This design comes from an exercise in tuning for small area on the open sky130 flow, not from production work.
Function was checked by simulation only, so behaviour that the tests miss may differ from the original.
No activity file was given, so power comes from the tool's default toggle rates.

==> flow/design.v <==
module id_stage_pipe #(
    parameter int XLEN     = 32,
    parameter int NUM_REGS = 32,
    parameter int RAW      = $clog2(NUM_REGS),
    parameter int LINK_REG = 31
) (
    input  logic               clk,
    input  logic               reset,
    input  logic               if_valid,
    input  logic [31:0]        if_instr,
    input  logic [31:0]        if_pc,
    output logic               id_ready,
    input  logic               wb_we,
    input  logic [RAW-1:0]     wb_addr,
    input  logic [XLEN-1:0]    wb_data,
    input  logic               ex_ready,
    input  logic               flush,
    output logic               ex_valid,
    output logic [31:0]        ex_pc,
    output logic [5:0]         ex_op,
    output logic [5:0]         ex_funct,
    output logic [4:0]         ex_shamt,
    output logic [XLEN-1:0]    ex_rs_data,
    output logic [XLEN-1:0]    ex_rt_data,
    output logic [XLEN-1:0]    ex_imm,
    output logic [25:0]        ex_target,
    output logic [RAW-1:0]     ex_dst,
    output logic               ex_regwrite,
    output logic               ex_memread,
    output logic               ex_memwrite
);
    localparam logic [RAW-1:0] LINK_ADDR = RAW'(LINK_REG);
    logic [XLEN-1:0]     rf [1:NUM_REGS-1];
    logic [NUM_REGS-1:1] written;
    logic [5:0]      op;
    logic [RAW-1:0]  rs;
    logic [RAW-1:0]  rt;
    assign op = if_instr[31:26];
    assign rs = if_instr[21 +: RAW];
    assign rt = if_instr[16 +: RAW];
    logic [3:0]          whi;
    logic [7:0]          wlo;
    logic [NUM_REGS-1:1] we_lo, we_hi;
    always_comb begin
        for (int j = 0; j < 4; j++) whi[j] = wb_we && wb_addr[4:3] == 2'(j);
        for (int k = 0; k < 8; k++) wlo[k] = wb_addr[2:0] == 3'(k);
    end
    id_wgate u_we_lo (.hi(whi), .lo(wlo), .en(we_lo));
    id_wgate u_we_hi (.hi(whi), .lo(wlo), .en(we_hi));
    always_ff @(posedge clk or posedge reset) begin
        if (reset) written <= '0;
        else
            for (int i = 1; i < NUM_REGS; i++)
                if (we_lo[i]) written[i] <= 1'b1;
    end
    always_ff @(posedge clk) begin
        for (int i = 1; i < NUM_REGS; i++) begin
            if (we_lo[i]) rf[i][XLEN/2-1:0]    <= wb_data[XLEN/2-1:0];
            if (we_hi[i]) rf[i][XLEN-1:XLEN/2] <= wb_data[XLEN-1:XLEN/2];
        end
    end
    logic            byp_rs, byp_rt;
    logic [XLEN-1:0] rs_data, rt_data;
    assign byp_rs = wb_we && wb_addr == rs && rs != '0;
    assign byp_rt = wb_we && wb_addr == rt && rt != '0;
    logic ex_hold, ex_load, byp_rs_g, byp_rt_g;
    assign byp_rs_g = byp_rs && ex_load;
    assign byp_rt_g = byp_rt && ex_load;
    logic [3:0] hi_rs, hi_rt;
    logic [7:0] lo_rs, lo_rt;
    always_comb begin
        for (int j = 0; j < 4; j++) begin
            hi_rs[j] = ex_load && !byp_rs && rs[4:3] == 2'(j);
            hi_rt[j] = ex_load && !byp_rt && rt[4:3] == 2'(j);
        end
        for (int k = 0; k < 8; k++) begin
            lo_rs[k] = rs[2:0] == 3'(k);
            lo_rt[k] = rt[2:0] == 3'(k);
        end
    end
    logic [NUM_REGS-1:0] sel_rs_lo, sel_rs_hi, sel_rt_lo, sel_rt_hi;
    id_selgate u_sel_rs_lo (.hi(hi_rs), .lo(lo_rs), .byp(byp_rs_g), .written(written), .sel(sel_rs_lo));
    id_selgate u_sel_rs_hi (.hi(hi_rs), .lo(lo_rs), .byp(byp_rs_g), .written(written), .sel(sel_rs_hi));
    id_selgate u_sel_rt_lo (.hi(hi_rt), .lo(lo_rt), .byp(byp_rt_g), .written(written), .sel(sel_rt_lo));
    id_selgate u_sel_rt_hi (.hi(hi_rt), .lo(lo_rt), .byp(byp_rt_g), .written(written), .sel(sel_rt_hi));
    for (genvar b = 0; b < XLEN; b++) begin : g_rd
        logic [NUM_REGS-1:0] col;
        assign col[0] = wb_data[b];
        for (genvar i = 1; i < NUM_REGS; i++) begin : g_col
            assign col[i] = rf[i][b];
        end
        logic [NUM_REGS-1:0] s_rs, s_rt;
        if (b < XLEN/2) begin : g_lo
            assign s_rs = sel_rs_lo;
            assign s_rt = sel_rt_lo;
        end else begin : g_hi
            assign s_rs = sel_rs_hi;
            assign s_rt = sel_rt_hi;
        end
        id_rdbit u_rs (.sel({ex_hold, s_rs}), .d({ex_rs_data[b], col}), .y(rs_data[b]));
        id_rdbit u_rt (.sel({ex_hold, s_rt}), .d({ex_rt_data[b], col}), .y(rt_data[b]));
    end
    logic        ex_live;
    logic [31:0] ex_instr;
    logic [5:0]  eop;
    logic        rs_used, rt_used, stall;
    assign eop = ex_instr[31:26];
    assign ex_memread = (eop == 6'h23);
    always_comb begin
        rs_used = !(op == 6'h02 || op == 6'h03 || op == 6'h0F);
        rt_used = (op == 6'h00 || op == 6'h2B || op == 6'h04 || op == 6'h05);
        stall   = if_valid && ex_live && ex_memread && ex_instr[20:16] != '0 &&
                  ((rs_used && ex_instr[20:16] == rs) || (rt_used && ex_instr[20:16] == rt));
    end
    assign id_ready = !stall && (!ex_live || ex_ready);
    assign ex_load  = !ex_live || ex_ready;
    assign ex_hold  = !ex_load;
    always_ff @(posedge clk or posedge reset) begin
        if (reset)                  ex_live <= 1'b0;
        else if (flush)             ex_live <= 1'b0;
        else if (ex_live && !ex_ready) ex_live <= 1'b1;
        else if (stall)             ex_live <= 1'b0;
        else                        ex_live <= if_valid;
    end
    always_ff @(posedge clk) begin
        if (ex_load) begin
            ex_pc      <= if_pc;
            ex_instr   <= if_instr;
        end
        ex_rs_data <= rs_data;
        ex_rt_data <= rt_data;
    end
    assign ex_valid  = ex_live;
    assign ex_op     = eop;
    assign ex_funct  = ex_instr[5:0];
    assign ex_shamt  = ex_instr[10:6];
    assign ex_target = ex_instr[25:0];
    always_comb begin
        ex_dst      = '0;
        ex_regwrite = 1'b0;
        ex_memwrite = 1'b0;
        case (eop)
            6'h00: begin
                ex_dst      = ex_instr[15:11];
                ex_regwrite = (ex_instr[5:0] != 6'h08);
            end
            6'h08, 6'h09, 6'h0A, 6'h0B, 6'h0C, 6'h0D, 6'h0E, 6'h0F, 6'h23: begin
                ex_dst      = ex_instr[20:16];
                ex_regwrite = 1'b1;
            end
            6'h2B:   ex_memwrite = 1'b1;
            6'h03: begin
                ex_dst      = LINK_ADDR;
                ex_regwrite = 1'b1;
            end
            default: ;
        endcase
        case (eop)
            6'h0C, 6'h0D, 6'h0E: ex_imm = XLEN'(ex_instr[15:0]);
            6'h0F:               ex_imm = XLEN'({ex_instr[15:0], 16'h0000});
            default:             ex_imm = XLEN'($signed(ex_instr[15:0]));
        endcase
    end
endmodule
module id_wgate (
    input  logic [3:0]  hi,
    input  logic [7:0]  lo,
    output logic [31:1] en
);
    for (genvar i = 1; i < 32; i++) begin : g_e
        assign en[i] = hi[i / 8] && lo[i % 8];
    end
endmodule
module id_selgate (
    input  logic [3:0]  hi,
    input  logic [7:0]  lo,
    input  logic        byp,
    input  logic [31:1] written,
    output logic [31:0] sel
);
    assign sel[0] = byp;
    for (genvar i = 1; i < 32; i++) begin : g_s
        assign sel[i] = hi[i / 8] && lo[i % 8] && written[i];
    end
endmodule
module id_rdbit (
    input  logic [32:0] sel,
    input  logic [32:0] d,
    output logic        y
);
    logic [10:0] n;
    logic [2:0]  p;
    for (genvar k = 0; k < 11; k++) begin : g_t
        id_aoi222 u_t (.a0(sel[3*k]),   .b0(d[3*k]),
                       .a1(sel[3*k+1]), .b1(d[3*k+1]),
                       .a2(sel[3*k+2]), .b2(d[3*k+2]), .y(n[k]));
    end
    id_nand4 u_p0 (.a(n[0]), .b(n[1]), .c(n[2]), .d(n[3]), .y(p[0]));
    id_nand4 u_p1 (.a(n[4]), .b(n[5]), .c(n[6]), .d(n[7]), .y(p[1]));
    id_nand3 u_p2 (.a(n[8]), .b(n[9]), .c(n[10]), .y(p[2]));
    id_or3   u_y  (.a(p[0]), .b(p[1]), .c(p[2]), .y(y));
endmodule
module id_aoi222 (
    input  logic a0, b0, a1, b1, a2, b2,
    output logic y
);
    assign y = ~((a0 & b0) | (a1 & b1) | (a2 & b2));
endmodule
module id_nand4 (
    input  logic a, b, c, d,
    output logic y
);
    assign y = ~(a & b & c & d);
endmodule
module id_nand3 (
    input  logic a, b, c,
    output logic y
);
    assign y = ~(a & b & c);
endmodule
module id_or3 (
    input  logic a, b, c,
    output logic y
);
    assign y = a | b | c;
endmodule
==> flow/flow/run.sh <==
#!/bin/bash
# Own layout flow: the standard flow (standard.sh, unchanged synthesis) with
#  - port buffers made of the smallest plain buffer (buf_1) instead of the default pick,
#  - a clock tree of clkbuf_8 leaf clusters (up to 20 flops within 50 um), without dummy
#    balancing loads.
# Each tool's full output stays in orfs/logs/; make's own output goes to flow_make.log.
set -euo pipefail
export BUFFER_PORTS_ARGS="-buffer_cell sky130_fd_sc_hd__buf_1"
export CTS_ARGS="-sink_clustering_enable -repair_clock_nets -dont_use_dummy_load -buf_list {sky130_fd_sc_hd__clkbuf_8} -sink_clustering_size 20 -sink_clustering_max_diameter 50"
bash standard.sh finish > flow_make.log 2>&1
==> flow/standard.sh <==
#!/bin/bash
# synth_recipe.tcl (not shown) runs the flow's synth.tcl, then flattens the netlist and writes it again
# the make line also repeats each setting of config.mk as NAME=value (left out here)
make -C /OpenROAD-flow-scripts/flow DESIGN_CONFIG=/design/flow/config.mk WORK_HOME=/design/flow/orfs CLKGATE_MAP_FILE= SYNTH_SCRIPT=/design/flow/synth_recipe.tcl "${@:-finish}"
==> flow/config.mk <==
export PLATFORM = sky130hd
export DESIGN_NAME = id_stage_pipe
export DESIGN_NICKNAME = id_stage_pipe
export VERILOG_FILES = /design/flow/design.v
export SDC_FILE = /design/flow/constraint.sdc
export NUM_CORES = 4
export LEC_CHECK = 0
export CAP_MARGIN = 10
export CORE_MARGIN = 2
export CORE_UTILIZATION = 55
export PLACE_DENSITY = 0.67
export SLEW_MARGIN = 10
export SYNTH_HIERARCHICAL = 1
==> flow/constraint.sdc <==
create_clock -name core_clock -period 5.0 [get_ports {clk}]
set_input_delay 1.0000 -clock core_clock [delete_from_list [all_inputs] [get_ports {clk}]]
set_output_delay 1.0000 -clock core_clock [all_outputs]
set_load 0.01 [all_outputs]
==> results.yml, run 1 <==
hold_path:
  hold_end: "ex_instr[3]$_DFFE_PN_"
  hold_class: "primary input to register"
  hold_path_startpoint: "if_instr[3]"
  worst_hold_path.num_cells: 1
logic_synthesis:
  asyncSetResetFlopFracSynth_pct: 2.78
  ys_seq_elements: 1152
  synth_warnings: 8
  synth.net_count: 2622
  share_of_the_synthesized_area_in_the_top_cell_type_pct: 70.5
  ys_top_cells_by_area: "sky130_fd_sc_hd__edfxtp_1 (71%), sky130_fd_sc_hd__a222oi_1 (16%), sky130_fd_sc_hd__dfxtp_1 (2.8%)"
  synth_edf_count: 1056
  synth.yosys.seq_area_share_pct: 75.2
  yosys.area.top_type: "sky130_fd_sc_hd__edfxtp_1"
  syn_area_sq_um: 45000
  syn_area_per_cell_sq_um: 17.9
  synth.distinct_cells: 43
  synthFlopType: "sky130_fd_sc_hd__edfxtp_1"
  syn-instance-count: 2515
  synthMostInstantiatedCell: "sky130_fd_sc_hd__edfxtp_1"
  ys_top_cells_by_count: "sky130_fd_sc_hd__edfxtp_1 (1056), sky130_fd_sc_hd__a222oi_1 (704), sky130_fd_sc_hd__nand4_1 (132), sky130_fd_sc_hd__and3_1 (129), sky130_fd_sc_hd__and2_1 (78)"
floorplanning:
  die-width_um: 290
  core_region_area_sq_um: 80700
  rows: 104
  design.portCount: 288
  die_y_um: 290
  design.die.area_sq_um: 84100
  floorplan.initialDensity_pct: 55.7
setup_path:
  reg2reg_slack_ns: 1.34
  worst_r2r_endpoint: "ex_rs_data[12]$_DFF_P_"
  worst_r2r_path_depth: 7
  cp_max_fo: 16
  worstPathRequired_ns: 5.66
  timing.critical_path.slowest_cell_delay_ns: 0.83
  worst_setup_end_kind: "register"
  cpMaxStageDelayCell: "sky130_fd_sc_hd__and3_1"
  regToRegStartpoint: "ex_live$_DFF_PP0_"
  cpMostUsedCell: "sky130_fd_sc_hd__nand4_1"
  crit_path_start_kind: "primary input"
  crit_chain: "buf_1 -> nor3_2 -> a211oi_1 -> nand4_1 -> nand2_1 -> nor3_1 -> clkbuf_2 -> and3_1 -> a222oi_1 -> nand4_1 -> or3_1"
  worst_ep_arrival_time_ns: 4.71
  critical_path_class: "primary input to register"
global_route:
  grtUsageTotal_pct: 40.2
  globalRouteOverflowTotal: 0
  antenna_found_initial: 16
  first_global_vias: 32400
  global_route_wire_length_before_repair_um: 239000
  grt_start_max_net_pins: 66
cells_and_area:
  growth_of_design_area_from_synthesis_to_finish_pct: 10.2
  layout.cells.non_filler: 4066
  finalInstanceArea_sq_um: 49600
  finalNetCount: 3104
  final_layout_size_suffix_gt1_share_pct: 9.02
  final.fill_count: 5989
routing:
  drc: 0
  wl_per_cell_um: 43.0
  route.detailed.vias_per_inst: 8.42
  routed-via-count: 34200
  drt_pass1_iterations: 14
  final_antenna_net_count: 0
  wirelength_um: 175000
  drt_iter0_markers: 10100
cts:
  cts_made_buffers: 108
  clockRootBuffer: "sky130_fd_sc_hd__clkbuf_8"
  cts.clk_slew.worst_paths_ns: 0.08
  cts.htree.levels: 3
  cts_tree: "yes"
  post_cts_buffers: 0
  cts.repair.resized: 0
  cts.sinks: 1152
  cts_hold_repair.buffers: 0
  cts.path.max_buffers: 3
  insertion_delay_ns: 0.78
run_status:
  status: "timing/DRC/antenna clean"
placed_design:
  port_buffers: 287
  placed_cell_area_sq_um: 48000
  gp_routability_congestion: 1.00
  dp_cells: 3946
  dpl.hpwl_um: 109000
timing:
  worst-slew-pin-transition_ns: 1.43
  fin_crit_sh_pct: 81.0
  slew_violations: 0
  final.min_clock_period_ns: 4.05
  setup_tns_ns: 0
  report.final.setup_viol: 0
  final_setup_skew_ns: 0.0913
  max_freq_mhz: 247
  grt_setup_unrepaired: "no"
  timing_hold_violations_final: 0
  worst_slew_margin_rel_pct: 4.66
pwr:
  p_total_mw: 17.3
  vdd.ir_drop.worst_mv: 0.330
  cellPowerDensity_nw_per_um2: 349
  static-leakage-power_nw: 16.1
run:
  maxCapViolations: 0
through the flow:
| stage | setup WS (ns) | util [%] | hold WS, ns |
|---|---|---|---|
| 2_1_floorplan | 0.644 | - | 0.480 |
| 5_1_grt | 0.900 | 61.4 | 0.377 |
| 3_3_place_gp | 0.485 | 59.6 | 0.498 |
| 4_1_cts | 1.04 | 61.4 | 0.355 |
| 3_5_place_dp | 0.287 | 59.6 | 0.511 |
| 6_report | 0.948 | 61.4 | 0.392 |
cell usage in the layout, fill, tap and decap left out, types with 14 or more instances in the layout:
cell type                  Yosys  layout
sky130_fd_sc_hd__and2_1       78      76
sky130_fd_sc_hd__nand3_1      70      70
sky130_fd_sc_hd__edfxtp_1   1056    1056
sky130_fd_sc_hd__a222oi_1    704     704
sky130_fd_sc_hd__nor2_1       19      17
sky130_fd_sc_hd__and3_1      129     129
sky130_fd_sc_hd__clkbuf_8      0     108
sky130_fd_sc_hd__buf_1         0     287
sky130_fd_sc_hd__nand4_1     132     132
sky130_fd_sc_hd__dfxtp_1      64      64
sky130_fd_sc_hd__nor3b_1      14      14
sky130_fd_sc_hd__dfrtp_1      32      32
sky130_fd_sc_hd__or2_2        31      31
sky130_fd_sc_hd__a21o_1       15      15
sky130_fd_sc_hd__buf_4        17     116
sky130_fd_sc_hd__or3_1        67      67
power by group:
| part | total, mW | internal [mW] | switching [mW] |
|---|---|---|---|
| combinational | 1.27 | 0.390 | 0.883 |
| clock | 4.86 | 1.91 | 2.95 |
| sequential | 11.2 | 10.8 | 0.374 |
| total | 17.3 | 13.1 | 4.21 |
per-module statistics from Yosys, one instance, submodules excluded, excerpt:
module,area (sq um),flops+latches
id_nand3,5.00,0
id_stage_pipe,35200,1152
id_or3,6.26,0
id_aoi222,10.0,0
id_selgate,201,0
id_wgate,194,0
id_nand4,6.26,0
worst max path at each step:
| stage | from | to |
|---|---|---|
| finish | if_instr[18] | ex_rt_data[7]$_DFF_P_ |
| global route | if_instr[18] | ex_rt_data[7]$_DFF_P_ |
| CTS | if_instr[18] | ex_rt_data[11]$_DFF_P_ |
| detailed placement | if_instr[18] | ex_rt_data[7]$_DFF_P_ |
| global placement | if_instr[18] | ex_rt_data[30]$_DFF_P_ |
| floorplan | ex_ready | id_ready |
state kept, by name, summed over array words and instances, names as in the netlist:
| signal | count |
|---|---|
| rf | 992 |
| ex_instr | 32 |
| ex_pc | 32 |
| ex_rs_data | 32 |
| ex_rt_data | 32 |
| written | 31 |
| ex_live | 1 |
worst max-delay path: cells and delay by family:
family | cells | cell delay (ns)
buffers and inverters | 2 | 0.53
AND/OR/NAND/NOR | 7 | 2.74
AO/OA/AOI/OAI | 2 | 0.43
cell families after synthesis:
| group | synth area share, % |
|---|---|
| compound gates | 16.2 |
| xor+xnor | 0.390 |
| buf+inv | 0.484 |
| flops | 75.2 |
| mux | 0.0223 |
| simple gates | 7.72 |
area by class of cell:
| type | count | area, sq um | share of cell area, % |
|---|---|---|---|
| Multi-Input combinational cell | 1328 | 11000 | 22.1 |
| Antenna cell | 11 | 27.5 | 0.0555 |
| Tap cell | 1060 | 1330 | 2.68 |
| Timing Repair Buffer | 404 | 1950 | 3.94 |
| Sequential cell | 1152 | 33800 | 68.2 |
| Inverter | 3 | 11.3 | 0.0227 |
| Clock buffer | 108 | 1490 | 3.00 |
routing by layer:
layer	vias up	part of all wire, %	track usage, %	wire length (um)
li1	13000	-	-	-
met1	16700	31	50.2	54500
met2	3713	45	61.5	77800
met3	795	16	11.5	28000
met4	10	8.2	26.9	14300
met5	-	0.037	0.227	64
==> inputs of run 2 (changes only) <==
--- a/flow/design.v
+++ b/flow/design.v
@@ -30,7 +30,7 @@
     output logic               ex_memwrite
 );
     localparam logic [RAW-1:0] LINK_ADDR = RAW'(LINK_REG);
-    logic [XLEN-1:0]     rf [1:NUM_REGS-1];
+    logic [NUM_REGS-1:1][XLEN-1:0] rf;
     logic [NUM_REGS-1:1] written;
     logic [5:0]      op;
     logic [RAW-1:0]  rs;
@@ -40,25 +40,32 @@
     assign rt = if_instr[16 +: RAW];
     logic [3:0]          whi;
     logic [7:0]          wlo;
-    logic [NUM_REGS-1:1] we_lo, we_hi;
+    logic [NUM_REGS-1:1] we_lo, we_hi, wh_lo, wh_hi;
     always_comb begin
         for (int j = 0; j < 4; j++) whi[j] = wb_we && wb_addr[4:3] == 2'(j);
         for (int k = 0; k < 8; k++) wlo[k] = wb_addr[2:0] == 3'(k);
     end
-    id_wgate u_we_lo (.hi(whi), .lo(wlo), .en(we_lo));
-    id_wgate u_we_hi (.hi(whi), .lo(wlo), .en(we_hi));
+    id_wgate u_we_lo (.hi(whi), .lo(wlo), .en(we_lo), .hold(wh_lo));
+    id_wgate u_we_hi (.hi(whi), .lo(wlo), .en(we_hi), .hold(wh_hi));
     always_ff @(posedge clk or posedge reset) begin
         if (reset) written <= '0;
         else
             for (int i = 1; i < NUM_REGS; i++)
                 if (we_lo[i]) written[i] <= 1'b1;
     end
-    always_ff @(posedge clk) begin
-        for (int i = 1; i < NUM_REGS; i++) begin
-            if (we_lo[i]) rf[i][XLEN/2-1:0]    <= wb_data[XLEN/2-1:0];
-            if (we_hi[i]) rf[i][XLEN-1:XLEN/2] <= wb_data[XLEN-1:XLEN/2];
-        end
-    end
+    logic [NUM_REGS-1:1][XLEN-1:0] rf_nx;
+    for (genvar i = 1; i < NUM_REGS; i++) begin : g_wr
+        for (genvar b = 0; b < XLEN; b++) begin : g_b
+            if (b < XLEN/2) begin : g_lo
+                id_ao22 u_d (.a0(we_lo[i]), .b0(wb_data[b]), .a1(wh_lo[i]), .b1(rf[i][b]),
+                             .y(rf_nx[i][b]));
+            end else begin : g_hi
+                id_ao22 u_d (.a0(we_hi[i]), .b0(wb_data[b]), .a1(wh_hi[i]), .b1(rf[i][b]),
+                             .y(rf_nx[i][b]));
+            end
+        end
+    end
+    always_ff @(posedge clk) rf <= rf_nx;
     logic            byp_rs, byp_rt;
     logic [XLEN-1:0] rs_data, rt_data;
     assign byp_rs = wb_we && wb_addr == rs && rs != '0;
@@ -165,11 +172,19 @@
 module id_wgate (
     input  logic [3:0]  hi,
     input  logic [7:0]  lo,
-    output logic [31:1] en
+    output logic [31:1] en,
+    output logic [31:1] hold
 );
     for (genvar i = 1; i < 32; i++) begin : g_e
-        assign en[i] = hi[i / 8] && lo[i % 8];
-    end
+        assign en[i]   = hi[i / 8] && lo[i % 8];
+        assign hold[i] = !(hi[i / 8] && lo[i % 8]);
+    end
+endmodule
+module id_ao22 (
+    input  logic a0, b0, a1, b1,
+    output logic y
+);
+    assign y = (a0 & b0) | (a1 & b1);
 endmodule
 module id_selgate (
     input  logic [3:0]  hi,
==> results.yml, run 2 <==
setup_path:
  timing.critical_path.slowest_cell_delay_ns: 0.95
  crit_path_start_kind: "primary input"
  worst_ep_arrival_time_ns: 4.97
  cpMaxStageDelayCell: "sky130_fd_sc_hd__a222oi_1"
  cp_top_family: "simple AND/OR/NAND/NOR gates"
  critical_path_class: "primary input to register"
  crit_chain: "buf_1 -> nor2_1 -> a211oi_1 -> nand4_1 -> nand2_1 -> nor3b_1 -> and3_1 -> a222oi_1 -> nand4_1 -> or3_1"
  worst_setup_end_kind: "register"
  cpMostUsedCell: "sky130_fd_sc_hd__nand4_1"
  worstPathRequired_ns: 5.65
  cp_max_fo: 16
  worst-path-buf-inv: 1
timing:
  timing_hold_violations_final: 0
  max_freq_mhz: 232
  report.final.setup_viol: 0
  fin_crit_sh_pct: 86.3
  slew_violations: 0
  worst_slew_margin_rel_pct: 2.30
  setup_tns_ns: 0
  final_setup_skew_ns: 0.0883
  worst-slew-pin-transition_ns: 1.46
  grt_setup_unrepaired: "no"
  final.min_clock_period_ns: 4.32
routing:
  wirelength_um: 193000
  final_antenna_net_count: 0
  drt_iter0_markers: 12200
  routed-via-count: 43800
  route.detailed.vias_per_inst: 8.64
  wl_per_cell_um: 38.1
  drt_pass1_iterations: 17
  drc: 0
logic_synthesis:
  syn-instance-count: 3572
  synthFlopType: "sky130_fd_sc_hd__dfxtp_1"
  synth.distinct_cells: 40
  synth_edf_count: 64
  synth.yosys.seq_area_share_pct: 54.3
  synthMostInstantiatedCell: "sky130_fd_sc_hd__dfxtp_1"
  ys_top_cells_by_area: "sky130_fd_sc_hd__dfxtp_1 (48%), sky130_fd_sc_hd__a22o_1 (20%), sky130_fd_sc_hd__a222oi_1 (16%)"
  syn_area_sq_um: 44000
  syn_area_per_cell_sq_um: 12.3
  share_of_the_synthesized_area_in_the_top_cell_type_pct: 48.1
  synth_warnings: 7
  yosys.area.top_type: "sky130_fd_sc_hd__dfxtp_1"
  ys_top_cells_by_count: "sky130_fd_sc_hd__dfxtp_1 (1056), sky130_fd_sc_hd__a22o_1 (992), sky130_fd_sc_hd__a222oi_1 (704), sky130_fd_sc_hd__nand4_1 (134), sky130_fd_sc_hd__and3_1 (130)"
  synth.net_count: 3679
  ys_seq_elements: 1152
  asyncSetResetFlopFracSynth_pct: 2.78
global_route:
  first_global_vias: 41000
  grtUsageTotal_pct: 44.7
  globalRouteOverflowTotal: 0
  global_route_wire_length_before_repair_um: 277000
  antenna_found_initial: 4
  grt_start_max_net_pins: 66
floorplanning:
  floorplan.initialDensity_pct: 55.6
  design.die.area_sq_um: 82200
  die-width_um: 287
  rows: 103
  design.portCount: 288
  die_y_um: 287
  core_region_area_sq_um: 79100
run:
  maxCapViolations: 0
cts:
  cts.path.max_buffers: 3
  cts_made_buffers: 107
  clockRootBuffer: "sky130_fd_sc_hd__clkbuf_8"
  post_cts_buffers: 0
  cts.repair.resized: 0
  cts.sinks: 1152
  cts_tree: "yes"
  cts.clk_slew.worst_paths_ns: 0.10
  insertion_delay_ns: 0.78
  cts.htree.levels: 3
  cts_hold_repair.buffers: 0
cells_and_area:
  finalInstanceArea_sq_um: 48300
  top_register: "rf"
  layout_commonest_cell: "sky130_fd_sc_hd__dfxtp_1"
  growth_of_design_area_from_synthesis_to_finish_pct: 9.94
  final.fill_count: 6481
  combined_flip_flop_and_latch_cell_area_sq_um: 23900
  finalNetCount: 4122
  final_layout_size_suffix_gt1_share_pct: 6.80
  multiInputGateArea_sq_um: 19900
  layout.cells.most_common_list: "sky130_fd_sc_hd__dfxtp_1 (1056), sky130_fd_sc_hd__a22o_1 (992), sky130_fd_sc_hd__a222oi_1 (704)"
  largest_reg_flops: 992
pwr:
  cellPowerDensity_nw_per_um2: 420
  p_total_mw: 20.3
  vdd.ir_drop.worst_mv: 0.285
  static-leakage-power_nw: 19.5
placed_design:
  placed_cell_area_sq_um: 46800
  gp_routability_congestion: 1.06
  port_buffers: 287
  dpl.hpwl_um: 126000
hold_path:
  hold_class: "primary input to asynchronous set/reset pin"
run_status:
  status: "timing/DRC/antenna clean"
==> run 2: modules after synthesis (local to each module, per instance), excerpt <==
module         cell area, sq um  flip-flops and latches  times used
id_ao22                    8.76                       0         992
id_nand4                   6.26                       0         128
id_nand3                   5.00                       0          64
id_wgate                    352                       0           2
id_aoi222                  10.0                       0         704
id_stage_pipe             25200                    1152           1
id_or3                     6.26                       0          64
id_selgate                  201                       0           4
==> run 2: where the power goes <==
group          internal, mW  switching, mW
Clock                  1.90           3.04
Sequential             11.0           1.71
Combinational          1.36           1.27
Total                  14.3           6.02
==> run 2: final timing paths <==
kind                              startpoint                      end  slack (ns)  depth (start not counted)
min in group core_clock            if_pc[16]      ex_pc[16]$_DFFE_PN_        0.39                          1
max in group asynchronous              reset  written[31]$_DFFE_PP0P_        4.31                          3
max reg2reg                ex_live$_DFF_PP0_   ex_rs_data[28]$_DFF_P_        1.51                          8
min                                    reset   written[2]$_DFFE_PP0P_        0.31                          3
min reg2reg                  rf[879]$_DFF_P_          rf[879]$_DFF_P_        0.50                          1
max                             if_instr[24]   ex_rs_data[30]$_DFF_P_        0.68                         10
==> run 2: cell families after synthesis <==
logic type | count (synthesis) | synth area share [%]
compound gates | 1725 | 36.3
simple gates | 632 | 8.37
xor+xnor | 20 | 0.398
flops | 1152 | 54.3
buf+inv | 43 | 0.632
==> run 2: cell type report <==
| cell class | instances | share of cell area (%) |
|---|---|---|
| Sequential cell | 1152 | 49.4 |
| Multi-Input combinational cell | 2377 | 41.1 |
| Timing Repair Buffer | 375 | 3.68 |
| Clock buffer | 107 | 3.05 |
| Tap cell | 1050 | 2.72 |
| Antenna cell | 7 | 0.0362 |
| Inverter | 2 | 0.0155 |
==> run 2: worst reg2reg max path, stage by stage, from the launching register on <==
cell and delay [ns]:
sky130_fd_sc_hd__dfrtp_1 0.44, sky130_fd_sc_hd__nand2b_4 0.16, sky130_fd_sc_hd__nand2_1 0.11, sky130_fd_sc_hd__nor3_1 0.88, sky130_fd_sc_hd__buf_4 0.35, sky130_fd_sc_hd__and3_1 0.84, sky130_fd_sc_hd__a222oi_1 0.26, sky130_fd_sc_hd__nand4_1 0.29
sky130_fd_sc_hd__or3_1 0.15
==> run 2: per-stage QoR <==
step,instances,setup slack (ns),util (%),hold WS [ns]
2_1_floorplan,3572,0.657,-,0.460
3_3_place_gp,4956,0.310,59.2,0.473
3_5_place_dp,4956,0.308,59.2,0.477
4_1_cts,5063,1.03,61.1,0.295
5_1_grt,5066,0.616,61.1,0.320
6_report,5070,0.685,61.1,0.309
==> run 2: metal layers <==
| layer | vias up | track usage [%] | routed length, um |
|---|---|---|---|
| li1 | 17100 | - | - |
| met1 | 21000 | 58.6 | 67200 |
| met2 | 4551 | 63.6 | 78800 |
| met3 | 1037 | 12.2 | 29300 |
| met4 | 6 | 31.4 | 17900 |
| met5 | - | 1.05 | 241 |
==> inputs of run 3 (changes only) <==
--- a/flow/design.v
+++ b/flow/design.v
@@ -40,29 +40,22 @@
     assign rt = if_instr[16 +: RAW];
     logic [3:0]          whi;
     logic [7:0]          wlo;
-    logic [NUM_REGS-1:1] we_lo, we_hi, wh_lo, wh_hi;
+    logic [NUM_REGS-1:1] we, wh;
     always_comb begin
         for (int j = 0; j < 4; j++) whi[j] = wb_we && wb_addr[4:3] == 2'(j);
         for (int k = 0; k < 8; k++) wlo[k] = wb_addr[2:0] == 3'(k);
     end
-    id_wgate u_we_lo (.hi(whi), .lo(wlo), .en(we_lo), .hold(wh_lo));
-    id_wgate u_we_hi (.hi(whi), .lo(wlo), .en(we_hi), .hold(wh_hi));
+    id_wgate u_we (.hi(whi), .lo(wlo), .en(we), .hold(wh));
     always_ff @(posedge clk or posedge reset) begin
         if (reset) written <= '0;
         else
             for (int i = 1; i < NUM_REGS; i++)
-                if (we_lo[i]) written[i] <= 1'b1;
+                if (we[i]) written[i] <= 1'b1;
     end
     logic [NUM_REGS-1:1][XLEN-1:0] rf_nx;
     for (genvar i = 1; i < NUM_REGS; i++) begin : g_wr
         for (genvar b = 0; b < XLEN; b++) begin : g_b
-            if (b < XLEN/2) begin : g_lo
-                id_ao22 u_d (.a0(we_lo[i]), .b0(wb_data[b]), .a1(wh_lo[i]), .b1(rf[i][b]),
-                             .y(rf_nx[i][b]));
-            end else begin : g_hi
-                id_ao22 u_d (.a0(we_hi[i]), .b0(wb_data[b]), .a1(wh_hi[i]), .b1(rf[i][b]),
-                             .y(rf_nx[i][b]));
-            end
+            id_ao22 u_d (.a0(we[i]), .b0(wb_data[b]), .a1(wh[i]), .b1(rf[i][b]), .y(rf_nx[i][b]));
         end
     end
     always_ff @(posedge clk) rf <= rf_nx;
==> results.yml, run 3 <==
routing:
  route.detailed.vias_per_inst: 8.58
  drc: 0
  wl_per_cell_um: 37.9
  final_antenna_net_count: 0
  drt_pass1_iterations: 15
  wirelength_um: 192000
  drt_iter0_markers: 11200
  routed-via-count: 43400
placed_design:
  placed_cell_area_sq_um: 46800
  dpl.hpwl_um: 123000
  port_buffers: 287
  gp_routability_congestion: 0.985
cells_and_area:
  growth_of_design_area_from_synthesis_to_finish_pct: 10.9
  multiInputGateArea_sq_um: 19600
  combined_flip_flop_and_latch_cell_area_sq_um: 23900
  finalInstanceArea_sq_um: 48400
  final.fill_count: 6146
  top_register: "rf"
  final_core_utilization_pct: 61.4
  layout_commonest_cell: "sky130_fd_sc_hd__dfxtp_1"
  final_layout_size_suffix_gt1_share_pct: 7.86
  finalNetCount: 4102
  layout.cells.most_common_list: "sky130_fd_sc_hd__dfxtp_1 (1056), sky130_fd_sc_hd__a22o_1 (992), sky130_fd_sc_hd__a222oi_1 (704)"
  largest_reg_flops: 992
timing:
  slew_violations: 0
  hold_slack_ns: 0.323
  max_freq_mhz: 223
  final_setup_skew_ns: 0.0843
  report.final.setup_viol: 0
  final.min_clock_period_ns: 4.48
  worst_slew_margin_rel_pct: 0.0145
  worst-slew-pin-transition_ns: 1.49
  timing_hold_violations_final: 0
  grt_setup_unrepaired: "no"
  setup_tns_ns: 0
  fin_crit_sh_pct: 89.5
logic_synthesis:
  synth.yosys.seq_area_share_pct: 54.7
  area_fraction_in_compound_gates_after_synthesis_pct: 36.6
  asyncSetResetFlopFracSynth_pct: 2.78
  synthMuxAreaShare_pct: 0
  ys_top_cells_by_count: "sky130_fd_sc_hd__dfxtp_1 (1056), sky130_fd_sc_hd__a22o_1 (992), sky130_fd_sc_hd__a222oi_1 (704), sky130_fd_sc_hd__nand4_1 (134), sky130_fd_sc_hd__and3_1 (130)"
  synth_edf_count: 64
  ys_seq_elements: 1152
  syn-instance-count: 3506
  synth_warnings: 7
  yosys.area.top_type: "sky130_fd_sc_hd__dfxtp_1"
  yosys.area_share.simple_pct: 7.73
  synth_xor_area_share_pct: 0.402
  syn_area_per_cell_sq_um: 12.4
  share_of_the_synthesized_area_in_the_top_cell_type_pct: 48.5
  synth-adder-area-share_pct: 0
  synth.distinct_cells: 40
  synth.net_count: 3613
  synthFlopType: "sky130_fd_sc_hd__dfxtp_1"
  combinational_family_with_the_most_area_after_synthesis: "compound AO/OA/AOI/OAI gates"
  syn_area_sq_um: 43600
  ys_top_cells_by_area: "sky130_fd_sc_hd__dfxtp_1 (48%), sky130_fd_sc_hd__a22o_1 (20%), sky130_fd_sc_hd__a222oi_1 (16%)"
  synthMostInstantiatedCell: "sky130_fd_sc_hd__dfxtp_1"
run_status:
  status: "failed layout checks"
  violated_checks: "capacitance limit"
setup_path:
  timing.critical_path.slowest_cell_delay_ns: 1.10
  regToRegStartpoint: "ex_live$_DFF_PP0_"
  worst_r2r_endpoint: "ex_rt_data[16]$_DFF_P_"
  critical_path_class: "primary input to register"
  cpMaxStageDelayCell: "sky130_fd_sc_hd__nor3b_2"
  worstPathRequired_ns: 5.69
  worst_ep_arrival_time_ns: 5.17
  crit_chain: "buf_1 -> nor3_1 -> a211oi_1 -> nand4_1 -> nand2_1 -> nor3b_2 -> and3_1 -> a222oi_1 -> nand4_1 -> or3_1"
  cp_max_fo: 16
  crit_path_start_kind: "primary input"
  worst_setup_end_kind: "register"
  reg2reg_slack_ns: 1.29
  worst_r2r_path_depth: 7
  cpMostUsedCell: "sky130_fd_sc_hd__nand4_1"
global_route:
  grtUsageTotal_pct: 44.3
  first_global_vias: 39900
  grt_most_used_layer: "met2"
  global_route.usage.met1_pct: 58.1
  globalRouteOverflowTotal: 0
  use_met3_pct: 21.1
  antenna_found_initial: 32
  grt_start_max_net_pins: 66
  global_route_wire_length_before_repair_um: 274000
  global_route.usage.met2_pct: 63.8
pwr:
  cellPowerDensity_nw_per_um2: 419
  p_total_mw: 20.3
  vdd.ir_drop.worst_mv: 0.309
  static-leakage-power_nw: 19.6
cts:
  cts.clk_slew.worst_paths_ns: 0.09
  cts.repair.resized: 0
  cts.htree.levels: 3
  cts_tree: "yes"
  cts_hold_repair.buffers: 0
  cts_made_buffers: 107
  cts.sinks: 1152
  insertion_delay_ns: 0.79
  clockRootBuffer: "sky130_fd_sc_hd__clkbuf_8"
  post_cts_buffers: 0
  cts.path.max_buffers: 3
floorplanning:
  floorplan.initialDensity_pct: 55.4
  core_region_area_sq_um: 78700
  die-width_um: 286
  design.die.area_sq_um: 81600
  die_y_um: 286
  design.portCount: 288
  rows: 103
hold_path:
  hold_class: "primary input to asynchronous set/reset pin"
run:
  maxCapViolations: 1
run 3: changes by cell type in the layout (fill, tap and decap cells not counted), sizes merged:
cell    previous run  this run
and2              62        31
clkbuf           139       133
buf              343       391
nand2             72        41
diode              7        18
run 3: Yosys stat by module (local to each module, per instance), excerpt:
| module | cells | area [sq um] |
|---|---|---|
| id_nand4 | 1 | 6.26 |
| id_wgate | 66 | 352 |
| id_selgate | 32 | 201 |
| id_stage_pipe | 1360 | 25200 |
| id_ao22 | 1 | 8.76 |
| id_aoi222 | 1 | 10.0 |
| id_or3 | 1 | 6.26 |
| id_nand3 | 1 | 5.00 |
run 3: layout make-up:
class                      instances  area share, %
inverter                           2         0.0155
timing repair buffer             417           4.31
clock buffer                     107           3.04
tap                             1050           2.72
sequential                      1152           49.3
multi-input combinational       2315           40.5
antenna                           18         0.0931
run 3: worst max path at each step:
stage                     slack, ns          from                      to  cells past startpoint
final                          0.52  if_instr[18]  ex_rt_data[16]$_DFF_P_                     10
after global routing           0.63  if_instr[17]   ex_rt_data[9]$_DFF_P_                     10
after CTS                      1.05  if_instr[18]   ex_rt_data[9]$_DFF_P_                     10
after detailed placement       0.30  if_instr[18]  ex_rt_data[16]$_DFF_P_                     10
after global placement         0.43  if_instr[18]  ex_rt_data[16]$_DFF_P_                     10
after floorplan                0.66      ex_ready                id_ready                      4
run 3: logic make-up (layout without fill, tap and decap cells):
group           count (synthesis)  count (layout)
flops                        1152            1152
compound gates               1725            1725
other cells                     0              18
simple gates                  570             570
xor+xnor                       20              20
buf+inv                        39             526
run 3: power breakdown:
part | internal (mW) | switching, mW | leakage (nW) | total [mW]
clock | 1.89 | 3.02 | 0.769 | 4.92
combinational | 1.36 | 1.29 | 9.07 | 2.65
sequential | 11.0 | 1.66 | 9.81 | 12.7
total | 14.3 | 5.97 | 19.6 | 20.3
run 3: metal layers:
metal  vias to the layer above  wire, um
met2                      4549     78500
met5                         -       326
li1                      17100         -
met1                     20900     68700
met3                       861     36000
met4                        24      8270
run 3: stage by stage:
stage                     worst slack (ns)  std cells
after detailed placement             0.300       4936
after CTS                             1.05       5043
after floorplan                      0.657       3506
after global routing                 0.627       5051
final                                0.523       5061
after global placement               0.432       4936
run 3: worst max-delay path, delay by kind of cell:
kind                   cells  cell delay [ns]
AOI/OAI and AO/OA          2             0.35
buffers and inverters      1             0.25
and+or+nand+nor            7             3.54

-- port drivers added, routing unchanged --
How much do the figures lean on ideal ports? The routed layouts below were timed once more, with nothing changed but the port constraints. Step 1 assumes that a clkbuf_16 drives the clock port and a buf_2 every other input. Step 2 times the ports against the registers' clock, not the clock port: input delays grow and output delays shrink by t, the midpoint of the rising clock arrivals with the driver on. Three values: no drivers, after step 1, after step 2; two values: the first two.
| run | shift t [ns] | setup WS [ns] | latest minus earliest clock arrival (ns) | cell pins on the clock port's net |
|---|---|---|---|---|
| run 1 | 0.791 | 0.948 / 0.966 / 0.175 | 0.140 / 0.140 | 1 |
| run 2 | 0.809 | 0.685 / 0.721 / -0.088 | 0.105 / 0.105 | 1 |
| run 3 | 0.811 | 0.523 / 0.529 / -0.283 | 0.102 / 0.101 | 1 |
For run 3, which loses most, drivers alone change the setup slack by +0.006 ns; drivers and shift together by -0.806 ns.
